What follows belongs to an exercise in optimizing a design on an open flow for small area; a production flow would make more cautious choices. The RTL was checked by simulation tests, not by an equivalence proof against the original design. Power figures rest on the tool's default switching activity, not on a simulated workload.

==> branch harbor <==
==> flow/design.v <==
package nmr_pkg;
	localparam int ADC_PHYS_WIDTH = 14;	 
	localparam int ADC_DATA_WIDTH = 16;	 
	localparam int TIMER_WIDTH    = 16;	 
	localparam int COUNT_WIDTH    = 16;	 
	typedef logic [TIMER_WIDTH-1:0]    timer_t;		 
	typedef logic [COUNT_WIDTH-1:0]    count_t;		 
	typedef logic [ADC_PHYS_WIDTH-1:0] adc_raw_t;	 
	typedef logic [ADC_DATA_WIDTH-1:0] sample_t;	 
	typedef struct packed {
		timer_t pulse_90;			 
		timer_t delay_nosig;		 
		timer_t pulse_180;			 
		timer_t delay_sig;			 
		count_t echoes_per_scan;	 
		count_t samples_per_echo;	 
		logic   phase_cycle;		 
	} seq_params_t;
	typedef struct packed {
		adc_raw_t code;	 
		logic     ovr;	 
	} adc_in_t;
	typedef struct packed {
		sample_t data;	 
		logic    ovr;	 
		count_t  echo;	 
	} echo_sample_t;
	typedef enum logic [2:0] {
		IDLE,		 
		P90,		 
		D_NOSIG,	 
		P180,		 
		D_SIG		 
	} seq_state_e;
endpackage
module nmr_controller #(
	parameter int ADC_LATENCY = 5,	 
	parameter int FIFO_DEPTH  = 16,	 
	parameter int OUT_CREDITS = 4	 
) (
	input  logic                  pulseprog_clk,
	input  logic                  rst,
	input  logic [96:0]           params,
	input  logic                  start,
	input  logic [14:0]           adc_in,
	input  logic                  out_credit,
	output logic                  rf_gate,
	output logic                  rf_phase,
	output logic                  en_rx,
	output logic                  en_adc,
	output logic                  busy,
	output logic                  out_valid,
	output logic [32:0]           out_sample,
	output logic                  lost_sample
);
	localparam logic [2:0] S_IDLE = 3'b000;
	localparam logic [2:0] S_P90  = 3'b100;
	localparam logic [2:0] S_DNS  = 3'b010;
	localparam logic [2:0] S_P180 = 3'b110;
	localparam logic [2:0] S_DSIG = 3'b011;
	logic [2:0]  st;
	logic        ph;		 
	logic [15:0] timer;		 
	logic [15:0] dns;
	logic [15:0] p180;
	logic [15:0] nds;		 
	logic [15:0] nspe;		 
	logic [15:0] rem;		 
	logic        win;		 
	logic        inc_r;		 
	logic        idle;
	logic        accept;
	logic        fin;
	logic        last;
	logic [15:0] tdec;
	assign idle   = (st == S_IDLE);
	assign accept = idle && start;
	assign fin    = st[0] ? (timer == nds) : (timer == 16'd1);
	assign last   = (rem == 16'd1);
	assign tdec   = timer - 16'd1;
	always_ff @(posedge pulseprog_clk)
	begin
		if (accept)
		begin
			dns    <= params[80:65];
			p180   <= params[64:49];
			nds    <= ~params[48:33];
			nspe   <= ~params[16:1];
		end
	end
	always_ff @(posedge pulseprog_clk)
	begin
		if (accept)
			timer <= params[96:81];
		else if (!fin)
			timer <= tdec;
		else if (!st[2])
			timer <= p180;		 
		else if (st[1])
			timer <= 16'hfffe;	 
		else
			timer <= dns;		 
	end
	always_ff @(posedge pulseprog_clk)
	begin
		if (accept)
			rem <= params[32:17];
		else if (st == S_DSIG && fin)
			rem <= rem - 16'd1;
	end
	always_ff @(posedge pulseprog_clk)
	begin
		if (rst)
		begin
			st <= S_IDLE;
			ph <= 1'b0;
		end
		else
		begin
			ph <= accept ? params[0] : (ph && !fin);
			case (st)
				S_IDLE:  if (start) st <= S_P90;
				S_P90:   if (fin) st <= S_DNS;
				S_DNS:   if (fin) st <= S_P180;
				S_P180:  if (fin) st <= S_DSIG;
				S_DSIG:  if (fin) st <= last ? S_IDLE : S_P180;
				default: st <= S_IDLE;
			endcase
		end
	end
	always_ff @(posedge pulseprog_clk)
	begin
		if (st[2])
			win <= (nspe != 16'hffff);
		else
			win <= win && (timer != nspe);
	end
	always_ff @(posedge pulseprog_clk)
	begin
		inc_r <= (st == S_DSIG) && fin && !last;
	end
	assign rf_gate  = st[2];
	assign rf_phase = ph;
	assign en_rx    = st[0];
	assign busy     = !idle;
	assign en_adc   = st[0] && (win || (timer == 16'hffff));
	logic       ev_a;
	logic       ev_b;
	logic [4:0] a_d;
	logic [4:0] b_d;
	logic [15:0] tag;
	logic       capture;
	assign ev_a = en_adc || (accept && !rst);
	assign ev_b = inc_r || (accept && !rst);
	always_ff @(posedge pulseprog_clk)
	begin
		if (rst)
			a_d <= '0;
		else
			a_d <= {a_d[3:0], ev_a};
	end
	always_ff @(posedge pulseprog_clk)
	begin
		b_d <= {b_d[3:0], ev_b};
	end
	always_ff @(posedge pulseprog_clk)
	begin
		if (a_d[4] && b_d[4])
			tag <= '0;
		else if (b_d[4])
			tag <= tag + 16'd1;
	end
	assign capture = a_d[4] && !b_d[4];
	logic [30:0] mem [16];	 
	logic [4:0]  wr;		 
	logic [4:0]  rdl;		 
	logic        push;		 
	logic [4:0]  diff;		 
	logic        cred_ok;
	logic        take;
	logic        not_empty;
	logic        pop;
	logic [2:0]  oc;		 
	assign diff      = wr + ~rdl;
	assign cred_ok   = !(diff[4] || (diff == 5'd15 && out_valid));
	assign take      = capture && cred_ok;
	assign not_empty = (diff != {4'd0, push});
	assign pop       = not_empty && (oc != 3'd0);
	always_ff @(posedge pulseprog_clk)
	begin
		if (take)
			mem[wr[3:0]] <= {adc_in, tag};
	end
	always_ff @(posedge pulseprog_clk)
	begin
		if (rst)
		begin
			wr          <= '0;
			rdl         <= '1;
			push        <= 1'b0;
			out_valid   <= 1'b0;
			lost_sample <= 1'b0;
			oc          <= 3'(OUT_CREDITS);
		end
		else
		begin
			wr        <= wr + 5'(take);
			rdl       <= rdl + 5'(pop);
			push      <= take;
			out_valid <= pop;
			if (capture && !cred_ok)
				lost_sample <= 1'b1;
			case ({out_credit, pop})
				2'b10:   oc <= oc + 3'd1;
				2'b01:   oc <= oc - 3'd1;
				default: oc <= oc;
			endcase
		end
	end
	logic [30:0] head;
	logic [15:0] rsel;
	assign rsel = 16'd1 << rdl[3:0];
	always_comb
	begin
		head = '0;
		for (int i = 0; i < 16; i++)
			head = head | (mem[i] & {31{rsel[i]}});
	end
	assign out_sample = {head[30], head[30], head};
endmodule
==> flow/flow/run.sh <==
#!/bin/bash
set -euo pipefail
export BUFFER_PORTS_ARGS="-buffer_cell sky130_fd_sc_hd__buf_1"
export CTS_ARGS="-sink_clustering_enable -repair_clock_nets -dont_use_dummy_load -sink_clustering_size 30 -sink_clustering_max_diameter 100"
bash standard.sh finish > orfs_flow.log 2>&1
==> flow/standard.sh <==
#!/bin/bash
# synth_recipe.tcl (not shown) runs the flow's synth.tcl, then flattens the netlist and writes it again
# the make line also repeats each setting of config.mk as NAME=value (left out here)
make -C /OpenROAD-flow-scripts/flow DESIGN_CONFIG=/design/flow/config.mk WORK_HOME=/design/flow/orfs CLKGATE_MAP_FILE= SYNTH_SCRIPT=/design/flow/synth_recipe.tcl "${@:-finish}"
==> flow/config.mk <==
export PLATFORM = sky130hd
export DESIGN_NAME = nmr_controller
export DESIGN_NICKNAME = nmr_controller
export VERILOG_FILES = /design/flow/design.v
export SDC_FILE = /design/flow/constraint.sdc
export NUM_CORES = 4
export LEC_CHECK = 0
export CAP_MARGIN = 20
export CORE_MARGIN = 2
export CORE_UTILIZATION = 40
export SLEW_MARGIN = 20
==> flow/constraint.sdc <==
create_clock -name core_clock -period 8.5 [get_ports {pulseprog_clk}]
set_input_delay 1.7000 -clock core_clock [delete_from_list [all_inputs] [get_ports {pulseprog_clk}]]
set_output_delay 1.7000 -clock core_clock [all_outputs]
set_load 0.01 [all_outputs]
==> branch sierra: changes against branch harbor <==
--- a/flow/design.v
+++ b/flow/design.v
@@ -65,4 +65,5 @@
 	logic [15:0] p180;
-	logic [15:0] nds;		 
-	logic [15:0] nspe;		 
+	logic [15:0] ds;
+	logic [15:0] th;		 
+	logic        spe_nz;	 
 	logic [15:0] rem;		 
@@ -77,3 +78,3 @@
 	assign accept = idle && start;
-	assign fin    = st[0] ? (timer == nds) : (timer == 16'd1);
+	assign fin    = (timer == 16'd1);
 	assign last   = (rem == 16'd1);
@@ -86,4 +87,5 @@
 			p180   <= params[64:49];
-			nds    <= ~params[48:33];
-			nspe   <= ~params[16:1];
+			ds     <= params[48:33];
+			th     <= params[48:33] - params[16:1];
+			spe_nz <= (params[16:1] != 16'd0);
 		end
@@ -99,3 +101,3 @@
 		else if (st[1])
-			timer <= 16'hfffe;	 
+			timer <= ds;		 
 		else
@@ -133,5 +135,5 @@
 		if (st[2])
-			win <= (nspe != 16'hffff);
-		else
-			win <= win && (timer != nspe);
+			win <= spe_nz;
+		else
+			win <= win && (tdec != th);
 	end
@@ -145,3 +147,3 @@
 	assign busy     = !idle;
-	assign en_adc   = st[0] && (win || (timer == 16'hffff));
+	assign en_adc   = st[0] && (win || (fin && ds == 16'd0));
 	logic       ev_a;
@@ -220,10 +222,3 @@
 	logic [30:0] head;
-	logic [15:0] rsel;
-	assign rsel = 16'd1 << rdl[3:0];
-	always_comb
-	begin
-		head = '0;
-		for (int i = 0; i < 16; i++)
-			head = head | (mem[i] & {31{rsel[i]}});
-	end
+	assign head       = mem[rdl[3:0]];
 	assign out_sample = {head[30], head[30], head};
==> flow/run.sh (new file) <==
#!/bin/bash
# synth_recipe.tcl (not shown) runs the flow's synth.tcl, then flattens the netlist and writes it again
# the make line also repeats each setting of config.mk as NAME=value (left out here)
make -C /OpenROAD-flow-scripts/flow DESIGN_CONFIG=/design/flow/config.mk WORK_HOME=/design/flow/orfs CLKGATE_MAP_FILE= SYNTH_SCRIPT=/design/flow/synth_recipe.tcl finish
removed: flow/flow/run.sh
removed: flow/standard.sh
==> branch juniper: changes against branch harbor <==
--- a/flow/design.v
+++ b/flow/design.v
@@ -63,4 +63,4 @@
 	logic [15:0] timer;		 
-	logic [15:0] dns;
-	logic [15:0] p180;
+	logic [15:0] ndns;		 
+	logic [15:0] np180;		 
 	logic [15:0] nds;		 
@@ -77,3 +77,5 @@
 	assign accept = idle && start;
-	assign fin    = st[0] ? (timer == nds) : (timer == 16'd1);
+	logic [15:0] target;	 
+	assign target = (st == S_P90) ? 16'd1 : st[2] ? np180 : st[0] ? nds : ndns;
+	assign fin    = (timer == target);
 	assign last   = (rem == 16'd1);
@@ -82,9 +84,6 @@
 	begin
-		if (accept)
-		begin
-			dns    <= params[80:65];
-			p180   <= params[64:49];
-			nds    <= ~params[48:33];
-			nspe   <= ~params[16:1];
-		end
+		ndns  <= (~params[80:65] & {16{accept}}) | (ndns & {16{busy}});
+		np180 <= (~params[64:49] & {16{accept}}) | (np180 & {16{busy}});
+		nds   <= (~params[48:33] & {16{accept}}) | (nds & {16{busy}});
+		nspe  <= (~params[16:1] & {16{accept}}) | (nspe & {16{busy}});
 	end
@@ -96,15 +95,11 @@
 			timer <= tdec;
-		else if (!st[2])
-			timer <= p180;		 
-		else if (st[1])
+		else
 			timer <= 16'hfffe;	 
-		else
-			timer <= dns;		 
-	end
-	always_ff @(posedge pulseprog_clk)
-	begin
-		if (accept)
-			rem <= params[32:17];
-		else if (st == S_DSIG && fin)
-			rem <= rem - 16'd1;
+	end
+	logic rem_dec;
+	assign rem_dec = (st == S_DSIG) && fin;
+	always_ff @(posedge pulseprog_clk)
+	begin
+		rem <= (params[32:17] & {16{accept}}) | ((rem - 16'd1) & {16{rem_dec}})
+			| (rem & {16{busy && !rem_dec}});
 	end
@@ -135,3 +130,3 @@
 		else
-			win <= win && (timer != nspe);
+			win <= (win && (timer != nspe)) || (timer == 16'd0);
 	end
@@ -145,3 +140,3 @@
 	assign busy     = !idle;
-	assign en_adc   = st[0] && (win || (timer == 16'hffff));
+	assign en_adc   = st[0] && win;
 	logic       ev_a;
@@ -188,6 +183,14 @@
 	assign pop       = not_empty && (oc != 3'd0);
-	always_ff @(posedge pulseprog_clk)
-	begin
-		if (take)
-			mem[wr[3:0]] <= {adc_in, tag};
+	logic [30:0] wdata;
+	assign wdata = {adc_in, tag};
+	for (genvar i = 0; i < 16; i++)
+	begin : g_slot
+		logic we;
+		logic keep;
+		assign we   = take && !rst && (wr[3:0] == 4'(i));
+		assign keep = !(rst || (out_valid && rdl[3:0] == 4'(i)));
+		always_ff @(posedge pulseprog_clk)
+		begin
+			mem[i] <= (wdata & {31{we}}) | (mem[i] & {31{keep}});
+		end
 	end
==> flow/flow/run.sh (replaced) <==
#!/bin/bash
set -euo pipefail
here=$(pwd)
export AREA_ABC_SCRIPT="$here/flow/area.abc"
export FLOW_SYNTH_TCL="$here/synth_recipe.tcl"
export BUFFER_PORTS_ARGS="-buffer_cell sky130_fd_sc_hd__buf_1"
export CTS_ARGS="-sink_clustering_enable -repair_clock_nets -dont_use_dummy_load -sink_clustering_size 30 -sink_clustering_max_diameter 100"
sed -e "s#SYNTH_SCRIPT=[^ ]*#SYNTH_SCRIPT=$here/flow/area_synth.tcl#" standard.sh > area_standard.sh
grep -q "area_synth.tcl" area_standard.sh
bash area_standard.sh finish > orfs_flow.log 2>&1
==> flow/flow/area.abc (new file) <==
&get -n
&st
&syn3
&dch -f
&nf -R 1000
&st
&dch -f
&nf -R 1000
&st
&dch -f
&nf -R 1000
&put
topo
==> flow/flow/area_synth.tcl (new file) <==
# The standard synthesis script, with one change: ABC maps the logic with
# the area-oriented script flow/area.abc instead of ORFS's speed script.
# Flip-flop mapping, names and everything else stay as synth_recipe.tcl does them.
proc abc {args} {
  set i [lsearch -exact $args -script]
  if {$i >= 0} {
    set args [lreplace $args [expr {$i + 1}] [expr {$i + 1}] $::env(AREA_ABC_SCRIPT)]
  }
  yosys abc {*}$args
}
source $::env(FLOW_SYNTH_TCL)
==> notes <==
- The lowest hold slack belongs to branch juniper, the highest to branch harbor.
- In branch harbor the combinational power is lower than in branch sierra, by about 14%.
- In branch sierra the critical path depth is lower than in branch harbor, by 5.
- Area after synthesis: branch sierra > branch harbor > branch juniper.
- Against branch juniper, the clock skew of branch sierra is lower by 0.019 ns.
- Cell count, highest first: branch juniper, branch sierra, branch harbor.
- In branch sierra the count of clock-buffer cells in the layout is higher than in branch harbor, by 68.
- Wire length: branch sierra < branch harbor < branch juniper.
- The lowest sequential share of layout area belongs to branch juniper, the highest to branch harbor.
- Branch sierra ran to the end with no violations. Branch harbor finished clean. Branch juniper ran to the end with no violations.
- Maximum frequency: branch harbor < branch sierra < branch juniper.
==> figures <==
Detailed-route wire length: branch juniper 81.6 mm; branch sierra 57.6 mm; branch harbor 61.7 mm
Die area: branch juniper 59,000 um^2; branch sierra 67,100 um^2; branch harbor 63,500 um^2
Non-filler instance count after layout: branch juniper 3,015; branch sierra 2,516; branch harbor 2,481
Proportion of power drawn by flip-flops and latches: branch juniper 56.0%; branch sierra 46.6%; branch harbor 57.9%
Number of register bits inferred by synthesis: branch juniper 640; branch sierra 641; branch harbor 640
Global routing usage on met2: branch juniper 42.9%; branch sierra 31.1%; branch harbor 32.7%
Proportion of cell area occupied by multi-input gates: branch juniper 39.8%; branch sierra 23.0%; branch harbor 21.0%
Worst skew pair latency: branch juniper 0.61 ns; branch sierra 0.59 ns; branch harbor 0.62 ns
Number of well taps: branch juniper 756; branch sierra 855; branch harbor 782
Post-layout net count: branch juniper 2,392; branch sierra 1,759; branch harbor 1,834
Result of the run: branch juniper complete, no violations; branch sierra complete, no violations; branch harbor complete, no violations
Most common cell after layout, fill and taps aside: branch juniper sky130_fd_sc_hd__dfxtp_1; branch sierra sky130_fd_sc_hd__edfxtp_1; branch harbor sky130_fd_sc_hd__edfxtp_1
Multiplexer fraction of the synthesized cell area: branch juniper 0.702%; branch sierra 14.2%; branch harbor 1.51%
Tightest Pin Transition: branch juniper 0.976 ns; branch sierra 0.926 ns; branch harbor 1.06 ns
Vertical extent of the die: branch juniper 243 um; branch sierra 259 um; branch harbor 252 um
Met1 routing resource usage after global routing: branch juniper 36.0%; branch sierra 21.9%; branch harbor 26.2%
Part of the total power dissipated in combinational logic: branch juniper 21.6%; branch sierra 20.3%; branch harbor 21.4%
Number of buffer and inverter stages on the critical path: branch juniper 3; branch sierra 2; branch harbor 3
Layout clock buffer count: branch juniper 26; branch sierra 94; branch harbor 26
Fin util: branch juniper 45.9%; branch sierra 48.0%; branch harbor 44.6%
Global Route Usage Sum: branch juniper 26.7%; branch sierra 17.5%; branch harbor 19.2%

## what the ideal ports hide
No port has a modelled driver above. Below, the same layouts with a new extraction and two added sets of constraints. Step 1 sets driving cells, clkbuf_16 on the clock port and buf_2 on the other inputs (assumed; they add their load-dependent delay and slew). Step 2 adds t to the input delays and takes it off the output delays; t is the mean of the earliest and latest rising clock arrival at the registers after step 1. Input paths then give back, and output paths get back, about the clock's delay inside the block. Three values: no drivers, after step 1, after step 2; two values: the first two.
run	shift t [ns]	slack for setup (ns)	worst setup path after step 2	clock arrival spread, ns
branch harbor	0.647	2.834 / 2.774 / 3.421	register to output	0.074 / 0.073
branch sierra	0.645	3.128 / 3.064 / 3.708	register to output	0.033 / 0.033
branch juniper	0.645	3.173 / 3.115 / 3.760	register to output	0.043 / 0.043
After both steps every run listed still meets setup and hold.
